Context: an optimization exercise on an open-source flow, tuned for small area. The choices shown serve that exercise and are no tape-out recipe.
Function was checked by simulation only, so behaviour that the tests miss may differ from the original.

==> module sp_noise_removal, before the edit <==
module sp_noise_removal
#(
    parameter int SIGMA = 160
) (
    input  logic        clk,
    input  logic        rst_n,
    input  logic        en_i,
    input  logic [59:0] col_i,
    input  logic        border_pass_i,
    output logic [11:0] data_o,
    output logic        en_o
);
    localparam int THRESH = (SIGMA * 68) >> 4;   
    localparam logic [11:0] LO_LIM = 12'(THRESH);          
    localparam logic [11:0] HI_LIM = 12'(4095 - THRESH);   
    logic [11:0] r0, r1, r2, r3, r4;
    assign r0 = col_i[59:48];
    assign r1 = col_i[47:36];
    assign r2 = col_i[35:24];
    assign r3 = col_i[23:12];
    assign r4 = col_i[11:0];
    logic [11:0] p0_1, p0_2, p0_3, p0_4, p0_5;
    logic [11:0] p1_1, p1_2, p1_3, p1_4;
    logic [11:0] p2_1, p2_2, p2_3, n2_4, n2_5;
    logic [11:0] n3_1, n3_2, n3_3, n3_4;
    logic [11:0] n4_1, n4_2, n4_3, n4_4, n4_5;
    logic [11:0] nr4, n2_3;
    assign nr4  = ~r4;
    assign n2_3 = ~p2_3;
    always_ff @(posedge clk) begin
        p0_1 <= r0;  p0_2 <= p0_1; p0_3 <= p0_2; p0_4 <= p0_3; p0_5 <= p0_4;
        p1_1 <= r1;  p1_2 <= p1_1; p1_3 <= p1_2; p1_4 <= p1_3;
        p2_1 <= r2;  p2_2 <= p2_1; p2_3 <= p2_2; n2_4 <= n2_3; n2_5 <= n2_4;
        n3_1 <= ~r3; n3_2 <= n3_1; n3_3 <= n3_2; n3_4 <= n3_3;
        n4_1 <= nr4; n4_2 <= n4_1; n4_3 <= n4_2; n4_4 <= n4_3; n4_5 <= n4_4;
    end
    function automatic logic [11:0] absd(input logic [11:0] a, input logic [11:0] nb);
        logic [11:0] p, g, pp, gg, c;
        logic        gt;
        p = a ^ nb;
        g = a & nb;
        pp = p;
        gg = g;
        for (int l = 0; l < 4; l++) begin
            for (int i = 0; i < 12; i++) begin
                if ((i >> l) & 1) begin
                    gg[i] = gg[i] | (pp[i] & gg[((i >> l) << l) - 1]);
                    pp[i] = pp[i] & pp[((i >> l) << l) - 1];
                end
            end
        end
        gt = gg[11];
        c[0] = gt;
        for (int i = 1; i < 12; i++) c[i] = gg[i-1] | (pp[i-1] & gt);
        absd = p ^ c ^ {12{~gt}};
    endfunction
    function automatic logic [12:0] sdiff(input logic [11:0] a, input logic [11:0] nb);
        logic [11:0] p, g, pp, gg, c;
        logic        gt;
        p = a ^ nb;
        g = a & nb;
        pp = p;
        gg = g;
        for (int l = 0; l < 4; l++) begin
            for (int i = 0; i < 12; i++) begin
                if ((i >> l) & 1) begin
                    gg[i] = gg[i] | (pp[i] & gg[((i >> l) << l) - 1]);
                    pp[i] = pp[i] & pp[((i >> l) << l) - 1];
                end
            end
        end
        gt = gg[11];
        c[0] = 1'b0;
        for (int i = 1; i < 12; i++) c[i] = gg[i-1];
        sdiff = {gt, p ^ c ^ {12{~gt}}};
    endfunction
    function automatic logic [12:0] gsum(input logic [11:0] x, input logic [12:0] yi);
        gsum = {1'b0, x} + {1'b0, yi[11:0]} + {12'd0, yi[12]};
    endfunction
    function automatic logic [11:0] intp4(input logic [11:0] oa, input logic [11:0] ob,
                                          input logic [11:0] ia, input logic [11:0] ib);
        logic [10:0] x, y, z, w;
        logic [11:0] s1, c1, s2, c2;
        logic [12:0] t;
        x = oa[11:1];
        y = ob[11:1];
        z = ia[11:1];
        w = ib[11:1];
        s1 = {1'b0, x ^ y ^ z};
        c1 = {(x & y) | (x & z) | (y & z), oa[0] | ob[0]};
        s2 = s1 ^ c1 ^ {1'b0, w};
        c2 = {(s1[10:0] & c1[10:0]) | (s1[10:0] & w) | (c1[10:0] & w), ia[0] | ib[0]};
        t = {1'b0, s2} + {1'b0, c2} + 13'd1;
        intp4 = t[12:1];
    endfunction
    logic [12:0] g_h, g_v, g_d, g_z;
    assign g_h = gsum(absd(r2,   n2_4), sdiff(p2_1, n2_3));
    assign g_v = gsum(absd(p0_2, n4_2), sdiff(p1_2, n3_2));
    assign g_d = gsum(absd(r0,   n4_4), sdiff(p1_1, n3_3));
    assign g_z = gsum(absd(p0_4, nr4 ), sdiff(p1_3, n3_1));
    logic lt_vh, lt_dh, lt_zh, lt_dv, lt_zv, lt_zd;
    assign lt_vh = g_v < g_h;
    assign lt_dh = g_d < g_h;
    assign lt_zh = g_z < g_h;
    assign lt_dv = g_d < g_v;
    assign lt_zv = g_z < g_v;
    assign lt_zd = g_z < g_d;
    logic [1:0] dir;   
    always_comb begin
        if (lt_zh && lt_zv && lt_zd)       dir = 2'd3;
        else if (lt_dh && lt_dv)           dir = 2'd2;
        else if (lt_vh)                    dir = 2'd1;
        else                               dir = 2'd0;
    end
    logic [1:0] dir_q;
    logic       border_q;
    always_ff @(posedge clk) begin
        dir_q    <= dir;
        border_q <= border_pass_i;
    end
    logic [11:0] oa, ob, ia, ib;
    always_comb begin
        case (dir_q)
            2'd0:    begin oa = p2_1; ob = ~n2_5; ia = p2_2; ib = ~n2_4; end
            2'd1:    begin oa = p0_3; ob = ~n4_3; ia = p1_3; ib = ~n3_3; end
            2'd2:    begin oa = p0_1; ob = ~n4_5; ia = p1_2; ib = ~n3_4; end
            default: begin oa = p0_5; ob = ~n4_1; ia = p1_4; ib = ~n3_2; end
        endcase
    end
    logic [11:0] intp;
    assign intp = intp4(oa, ob, ia, ib);
    logic replace;
    assign replace = !border_q &&
                     (((p2_3 == 12'd0)   && (intp > LO_LIM)) ||
                      ((p2_3 == 12'hfff) && (intp < HI_LIM)));
    always_ff @(posedge clk) begin
        data_o <= replace ? intp : p2_3;
    end
    logic [2:0] run_q;
    logic       full;
    logic       v1_q;
    assign full = run_q[2];
    always_ff @(posedge clk or negedge rst_n) begin
        if (!rst_n) begin
            run_q <= '0;
            v1_q  <= 1'b0;
            en_o  <= 1'b0;
        end else begin
            run_q <= !en_i ? 3'd0 : (full ? run_q : run_q + 3'd1);
            v1_q  <= en_i && full;
            en_o  <= v1_q;
        end
    end
endmodule
==> flow/config.mk <==
export PLATFORM = sky130hd
export DESIGN_NAME = sp_noise_removal
export DESIGN_NICKNAME = sp_noise_removal
export VERILOG_FILES = /design/flow/design.v
export SDC_FILE = /design/flow/constraint.sdc
export NUM_CORES = 4
export LEC_CHECK = 0
export ABC_AREA = 1
export CAP_MARGIN = 20
export CORE_MARGIN = 2
export CORE_UTILIZATION = 40
export CTS_BUF_LIST = sky130_fd_sc_hd__clkbuf_4
export CTS_CLUSTER_SIZE = 30
export GPL_TIMING_DRIVEN = 0
export SLEW_MARGIN = 20
==> flow/constraint.sdc <==
create_clock -name core_clock -period 6.0 [get_ports {clk}]
set_input_delay 1.2000 -clock core_clock [delete_from_list [all_inputs] [get_ports {clk}]]
set_output_delay 1.2000 -clock core_clock [all_outputs]
set_load 0.01 [all_outputs]
standard.sh (not shown) runs the stock make flow with config.mk's settings and CLKGATE_MAP_FILE= SYNTH_SCRIPT=/design/flow/synth_recipe.tcl, a recipe that flattens the netlist after the stock synthesis.
==> flow/flow/run.sh <==
#!/bin/bash
# The standard layout, except that ports are buffered with buf_1 and the clock
# tree is built without dummy loads. Synthesis and every other step are the
# standard flow's.
set -euo pipefail
bash standard.sh BUFFER_PORTS_ARGS="-buffer_cell sky130_fd_sc_hd__buf_1" \
  CTS_ARGS="-sink_clustering_enable -repair_clock_nets -sink_clustering_size 12 -sink_clustering_max_diameter 80 -buf_list sky130_fd_sc_hd__clkbuf_8 -dont_use_dummy_load" \
  finish > standard_flow.log 2>&1
The first run went through all stages and came out clean.
Change:
--- a/flow/design.v
+++ b/flow/design.v
@@ -83,26 +83,6 @@
         absd = p ^ c ^ {12{~gt}};
     endfunction
-    function automatic logic [12:0] sdiff(input logic [11:0] a, input logic [11:0] nb);
-        logic [11:0] p, g, pp, gg, c;
-        logic        gt;
-        p = a ^ nb;
-        g = a & nb;
-        pp = p;
-        gg = g;
-        for (int l = 0; l < 4; l++) begin
-            for (int i = 0; i < 12; i++) begin
-                if ((i >> l) & 1) begin
-                    gg[i] = gg[i] | (pp[i] & gg[((i >> l) << l) - 1]);
-                    pp[i] = pp[i] & pp[((i >> l) << l) - 1];
-                end
-            end
-        end
-        gt = gg[11];
-        c[0] = 1'b0;
-        for (int i = 1; i < 12; i++) c[i] = gg[i-1];
-        sdiff = {gt, p ^ c ^ {12{~gt}}};
-    endfunction
-    function automatic logic [12:0] gsum(input logic [11:0] x, input logic [12:0] yi);
-        gsum = {1'b0, x} + {1'b0, yi[11:0]} + {12'd0, yi[12]};
+    function automatic logic [12:0] gsum(input logic [11:0] x, input logic [11:0] y);
+        gsum = {1'b0, x} + {1'b0, y};
     endfunction
     function automatic logic [11:0] intp4(input logic [11:0] oa, input logic [11:0] ob,
@@ -123,8 +103,8 @@
     endfunction
     logic [12:0] g_h, g_v, g_d, g_z;
-    assign g_h = gsum(absd(r2,   n2_4), sdiff(p2_1, n2_3));
-    assign g_v = gsum(absd(p0_2, n4_2), sdiff(p1_2, n3_2));
-    assign g_d = gsum(absd(r0,   n4_4), sdiff(p1_1, n3_3));
-    assign g_z = gsum(absd(p0_4, nr4 ), sdiff(p1_3, n3_1));
+    assign g_h = gsum(absd(r2,   n2_4), absd(p2_1, n2_3));
+    assign g_v = gsum(absd(p0_2, n4_2), absd(p1_2, n3_2));
+    assign g_d = gsum(absd(r0,   n4_4), absd(p1_1, n3_3));
+    assign g_z = gsum(absd(p0_4, nr4 ), absd(p1_3, n3_1));
     logic lt_vh, lt_dh, lt_zh, lt_dv, lt_zv, lt_zd;
     assign lt_vh = g_v < g_h;
What happened: The changed run finished clean. Die area increases by 1.5%. Hold slack gets worse by 45 ps. Utilization barely changes. Routed wire length decreases by 3.3%. Via count increases by 2.2%. Area after synthesis increases by 1.5%.

==> separate check: timing with driven ports <==
The results above use ideal ports. As a check the final layouts listed here were re-extracted and re-timed, cells and wires unchanged.
Step 1 (the two cells are an assumption about what drives the block):
set clk [get_ports {clk}]
set_driving_cell -lib_cell sky130_fd_sc_hd__clkbuf_16 $clk
set_driving_cell -lib_cell sky130_fd_sc_hd__buf_2 [delete_from_list [all_inputs] $clk]
Step 2, shift: input delay + t, output delay - t, t = (earliest + latest rising clock arrival at the registers) / 2. This alone moves slack from input paths to output paths.
Slacks: no drivers / after step 1 / after step 2; pairs: no drivers / after step 1.
| run | shift t [ns] | setup WS [ns] | latest minus earliest clock arrival (ns) | worst slew at a driven data input, ns | cell pins on the clock port's net |
|---|---|---|---|---|---|
| the first run | 0.674 | 0.292 / 0.292 / -0.319 | 0.105 / 0.105 | 0.04 | 1 |
| the second run | 0.635 | 0.307 / 0.332 / -0.303 | 0.104 / 0.105 | 0.04 | 1 |
Met with ideal ports but missed after step 2: setup timing in the first run and the second run. For the first run, which loses most, drivers alone change the setup slack by 0.000 ns; drivers and shift together by -0.611 ns.
